From an optimization exercise on the open Yosys and OpenROAD flow, aimed at small area and few clock cycles; shortcuts taken in it are not production practice. Only simulation tests tie the RTL to the original design; equivalence was not proved.

## alpha
==> flow/design.v <==
package sfc_pkg;
	localparam int NUM_MOTORS_DEF = 64;
	localparam int MOTOR_W = 6;
	localparam int CMD_W = 3;
	localparam int WORD_W = 64;
	localparam int WIDX_W = 2;
	localparam int STORE_BITS = 192;
	localparam int FRAME_CNT_W = 3;
	localparam logic [WORD_W-1:0] MASK_RESET = 64'hFFFF_FFFF_FFFF_0000;
	localparam logic KIND_FULL = 1'b0;
	localparam logic KIND_NOCLK = 1'b1;
	typedef enum logic [CMD_W-1:0] {
		CMD_STORE = 3'd0,
		CMD_CLR_ONE = 3'd1,
		CMD_CLR_ALL = 3'd2,
		CMD_SEND = 3'd3,
		CMD_SEND_AUTO = 3'd4,
		CMD_SEND_CHG = 3'd5,
		CMD_SEND_CHG_AUTO = 3'd6
	} cmd_t;
	typedef enum logic {
		ST_IDLE,
		ST_EMIT
	} state_t;
	typedef struct packed {
		logic store;
		logic clr_one;
		logic clr_all;
		logic sent_full;
		logic sent_noclk;
		logic sel_noclk;
		logic [WIDX_W-1:0] word_idx;
	} dp_cmd_t;
	typedef struct packed {
		logic rise;
		logic changed;
	} dp_sts_t;
endpackage
module stepper_shift_frame_composer #(
	parameter int NUM_MOTORS = sfc_pkg::NUM_MOTORS_DEF
) (
	input  logic                          clk,
	input  logic                          arst_n,
	input  logic                          cmd_valid,
	output logic                          cmd_ready,
	input  logic [sfc_pkg::CMD_W-1:0]     cmd_command,
	input  logic [sfc_pkg::MOTOR_W-1:0]   cmd_motor_index,
	input  logic                          cmd_clk_bit,
	input  logic                          cmd_dir_bit,
	input  logic                          cmd_stby_bit,
	output logic                          frame_valid,
	input  logic                          frame_ready,
	output logic [sfc_pkg::WORD_W-1:0]    frame_word,
	output logic [sfc_pkg::WIDX_W-1:0]    frame_word_index,
	output logic                          frame_end_of_frame,
	output logic                          frame_last,
	input  logic                          cfg_valid,
	output logic                          cfg_ready,
	input  logic [sfc_pkg::WORD_W-1:0]    cfg_data
);
	localparam int M = 64;
	localparam logic [1:0] P_F    = 2'd0;
	localparam logic [1:0] P_FN   = 2'd1;
	localparam logic [1:0] P_NFFN = 2'd2;
	localparam logic [1:0] P_NFN  = 2'd3;
	logic [M-1:0] c_clk, c_dir, c_stb;
	logic [M-1:0] s_clk, s_dir, s_stb;
	logic         s_nc;
	logic [M-1:0] mask_q;
	logic         mask_set_q;
	logic [1:0]   init_q;
	logic         busy_q;
	logic [2:0]   wsel_q;    
	logic [2:0]   wselc_q;   
	logic [1:0]   frm_q;
	logic [1:0]   plan_q;
	logic changed, rise, go, auto_cmd, acc, start, last_frame, last_xfer, adv;
	logic is_store, is_clr1, is_clrall, init1, init2;
	logic [1:0] plan_d, frm_nx;
	logic nc_first, nc_nx;
	logic dir_eff;
	assign cfg_ready = 1'b1;
	assign init1 = (init_q == 2'd1);
	assign init2 = (init_q == 2'd2);
	assign changed = |(c_dir ^ s_dir) | |(c_stb ^ s_stb) | (s_nc ? |c_clk : |(c_clk ^ s_clk));
	assign rise = |(c_stb & ~s_stb);
	assign is_store  = (cmd_command == sfc_pkg::CMD_STORE);
	assign is_clr1   = (cmd_command == sfc_pkg::CMD_CLR_ONE);
	assign is_clrall = (cmd_command == sfc_pkg::CMD_CLR_ALL);
	assign auto_cmd  = (cmd_command == sfc_pkg::CMD_SEND_AUTO) || (cmd_command == sfc_pkg::CMD_SEND_CHG_AUTO);
	always_comb begin
		case (cmd_command)
			sfc_pkg::CMD_SEND, sfc_pkg::CMD_SEND_AUTO: go = 1'b1;
			sfc_pkg::CMD_SEND_CHG, sfc_pkg::CMD_SEND_CHG_AUTO: go = changed;
			default: go = 1'b0;
		endcase
		if (!auto_cmd) plan_d = P_F;
		else if (!rise) plan_d = P_FN;
		else if (cmd_command == sfc_pkg::CMD_SEND_AUTO) plan_d = P_NFFN;
		else plan_d = P_NFN;
		nc_first = auto_cmd && rise;
	end
	assign frm_nx = frm_q + 2'd1;
	always_comb begin
		case (plan_q)
			P_F:    begin last_frame = (frm_q == 2'd0); nc_nx = 1'b0; end
			P_FN:   begin last_frame = (frm_q == 2'd1); nc_nx = (frm_nx == 2'd1); end
			P_NFFN: begin last_frame = (frm_q == 2'd3); nc_nx = (frm_nx == 2'd3); end
			default: begin last_frame = (frm_q == 2'd2); nc_nx = (frm_nx == 2'd2); end
		endcase
	end
	assign adv = busy_q && frame_ready;
	assign last_xfer = adv && wsel_q[2] && last_frame;
	assign cmd_ready = (init_q == 2'd0) && (!busy_q || !go || last_xfer);
	assign acc = cmd_valid && cmd_ready;
	assign start = acc && go;
	assign frame_valid = busy_q;
	assign frame_word_index = {wsel_q[2], wsel_q[1]};
	assign frame_end_of_frame = wsel_q[2];
	assign frame_last = wsel_q[2] && last_frame;
	assign dir_eff = cmd_dir_bit ^ (mask_set_q ? mask_q[cmd_motor_index] : (cmd_motor_index[5:4] != 2'd0));
	always_ff @(posedge clk) begin
		if (cfg_valid) mask_q <= cfg_data;
	end
	logic [M-1:0] en_cs, en_d;
	logic clr_g, wr_cs, wr_d, st_c, st_d, st_s;
	assign clr_g = init2 || (acc && is_clrall);
	assign wr_cs = acc && (is_store || is_clr1);
	assign wr_d = acc && is_store;
	assign st_c = wr_d && cmd_clk_bit;
	assign st_d = wr_d && dir_eff;
	assign st_s = wr_d && cmd_stby_bit;
	always_comb begin
		for (int k = 0; k < M; k++) begin
			en_cs[k] = clr_g || (wr_cs && cmd_motor_index == 6'(k));
			en_d[k] = init2 || (wr_d && cmd_motor_index == 6'(k));
		end
	end
	always_ff @(posedge clk) begin
		for (int k = 0; k < M; k++) begin
			if (en_cs[k]) begin
				c_clk[k] <= st_c;
				c_stb[k] <= st_s;
			end
			if (en_d[k]) c_dir[k] <= st_d;
		end
	end
	always_ff @(posedge clk) begin
		if (start || init1) begin
			s_clk <= c_clk;
			s_dir <= c_dir;
			s_stb <= c_stb;
		end
	end
	always_ff @(posedge clk or negedge arst_n) begin
		if (!arst_n) begin
			init_q <= 2'd2;
			s_nc <= 1'b0;
			mask_set_q <= 1'b0;
			busy_q <= 1'b0;
			wsel_q <= 3'b001;
			wselc_q <= 3'b001;
			frm_q <= 2'd0;
			plan_q <= P_F;
		end else begin
			if (init_q != 2'd0) init_q <= init_q - 2'd1;
			if (init1) s_nc <= 1'b0;
			else if (start) s_nc <= auto_cmd;
			if (cfg_valid) mask_set_q <= 1'b1;
			if (start) begin
				busy_q <= 1'b1;
				wsel_q <= 3'b001;
				wselc_q <= {2'b00, !nc_first};
				frm_q <= 2'd0;
				plan_q <= plan_d;
			end else begin
				if (last_xfer) busy_q <= 1'b0;
				if (adv) begin
					wsel_q <= {wsel_q[1:0], wsel_q[2]};
					if (wsel_q[2]) begin
						frm_q <= frm_nx;
						wselc_q <= {2'b00, !nc_nx};
					end else begin
						wselc_q <= {wselc_q[1:0], 1'b0};
					end
				end
			end
		end
	end
	always_comb begin
		for (int j = 0; j < 64; j++) begin
			frame_word[63-j] = 1'b0;
			for (int w = 0; w < 3; w++) begin
				case ((64*w + j) % 3)
					0: frame_word[63-j] = frame_word[63-j] | (s_clk[(64*w + j) / 3] & wselc_q[w]);
					1: frame_word[63-j] = frame_word[63-j] | (s_dir[(64*w + j) / 3] & wsel_q[w]);
					default: frame_word[63-j] = frame_word[63-j] | (s_stb[(64*w + j) / 3] & wsel_q[w]);
				endcase
			end
		end
	end
endmodule
export LEC_CHECK = 0
export CAP_MARGIN = 20
export CORE_MARGIN = 2
export CORE_UTILIZATION = 60
export SLEW_MARGIN = 20
create_clock -name core_clock -period 5.0 [get_ports {clk}]
standard.sh (not shown) runs the stock make flow with config.mk's settings and CLKGATE_MAP_FILE= SYNTH_SCRIPT=/design/flow/synth_recipe.tcl, a recipe that flattens the netlist after the stock synthesis.
==> flow/flow/run.sh <==
#!/bin/bash
# Standard layout with smaller port buffers and a clock tree without dummy loads.
set -euo pipefail
export BUFFER_PORTS_ARGS="-buffer_cell sky130_fd_sc_hd__buf_1"
export CTS_ARGS="-sink_clustering_enable -repair_clock_nets -dont_use_dummy_load -buf_list {sky130_fd_sc_hd__clkbuf_4 sky130_fd_sc_hd__clkbuf_8}"
bash standard.sh > make_finish.log 2>&1
Having completed the whole flow, alpha delivered a layout that passed the timing, DRC and antenna checks.
Testbench counts of alpha, summed over its fixed seeds: cycles 9,728.
What beta does differently from alpha at the input level:
- CTS_BUF_LIST: unset -> sky130_fd_sc_hd__clkbuf_4 sky130_fd_sc_hd__clkbuf_8
==> flow/run.sh (new file) <==
#!/bin/bash
# synth_recipe.tcl (not shown) runs the flow's synth.tcl, then flattens the netlist and writes it again
# the make line also repeats each setting of config.mk as NAME=value (left out here)
make -C /OpenROAD-flow-scripts/flow DESIGN_CONFIG=/design/flow/config.mk WORK_HOME=/design/flow/orfs CLKGATE_MAP_FILE= SYNTH_SCRIPT=/design/flow/synth_recipe.tcl finish
removed: flow/flow/run.sh
removed: flow/standard.sh
Findings:
Upper clock frequency limit down 1.0% in beta wrt alpha
Cell type of the slowest stage on the worst timing path = sky130_fd_sc_hd__clkdlybuf4s50_1: beta; cell type of the slowest stage on the worst timing path = sky130_fd_sc_hd__nor4_1: alpha
Across both runs, ratio of final minimum period to clock period was higher for beta than for alpha.
Comparing alpha and beta, the higher final design area excluding fillers is on beta.
Looking at worst hold slack, beta sits above alpha.
Between alpha and beta, number of antenna violations at the first check in global routing increased.
Per the comparison of beta with alpha, max-capacitance violation count was more or less identical; die footprint held steady; number of filler instances in the final layout dropped 172; final worst-path setup slack shows a reduction of 0.050 ns.

-- static timing again, ports no longer ideal --
In the flow no input, the clock included, has a driving cell. The finished layouts below were timed again as built, in two steps. Step 1 assumes that a clkbuf_16 drives the clock port and a buf_2 every other input. Step 2, shift: input delay + t, output delay - t, t = (earliest + latest rising clock arrival at the registers) / 2. This alone moves slack from input paths to output paths. Three values: ideal, step 1, step 2; two values: the first two.
run | t (ns) | setup WS [ns] | worst setup path at the end | latest minus earliest clock arrival (ns) | worst data-port slew with drivers (ns)
alpha | 0.633 | 0.196 / 0.149 / 0.675 | register to register | 0.063 / 0.063 | 0.06
beta | 0.663 | 0.146 / 0.096 / 0.412 | input to output | 0.025 / 0.025 | 0.05
After both steps every run listed still meets setup and hold.
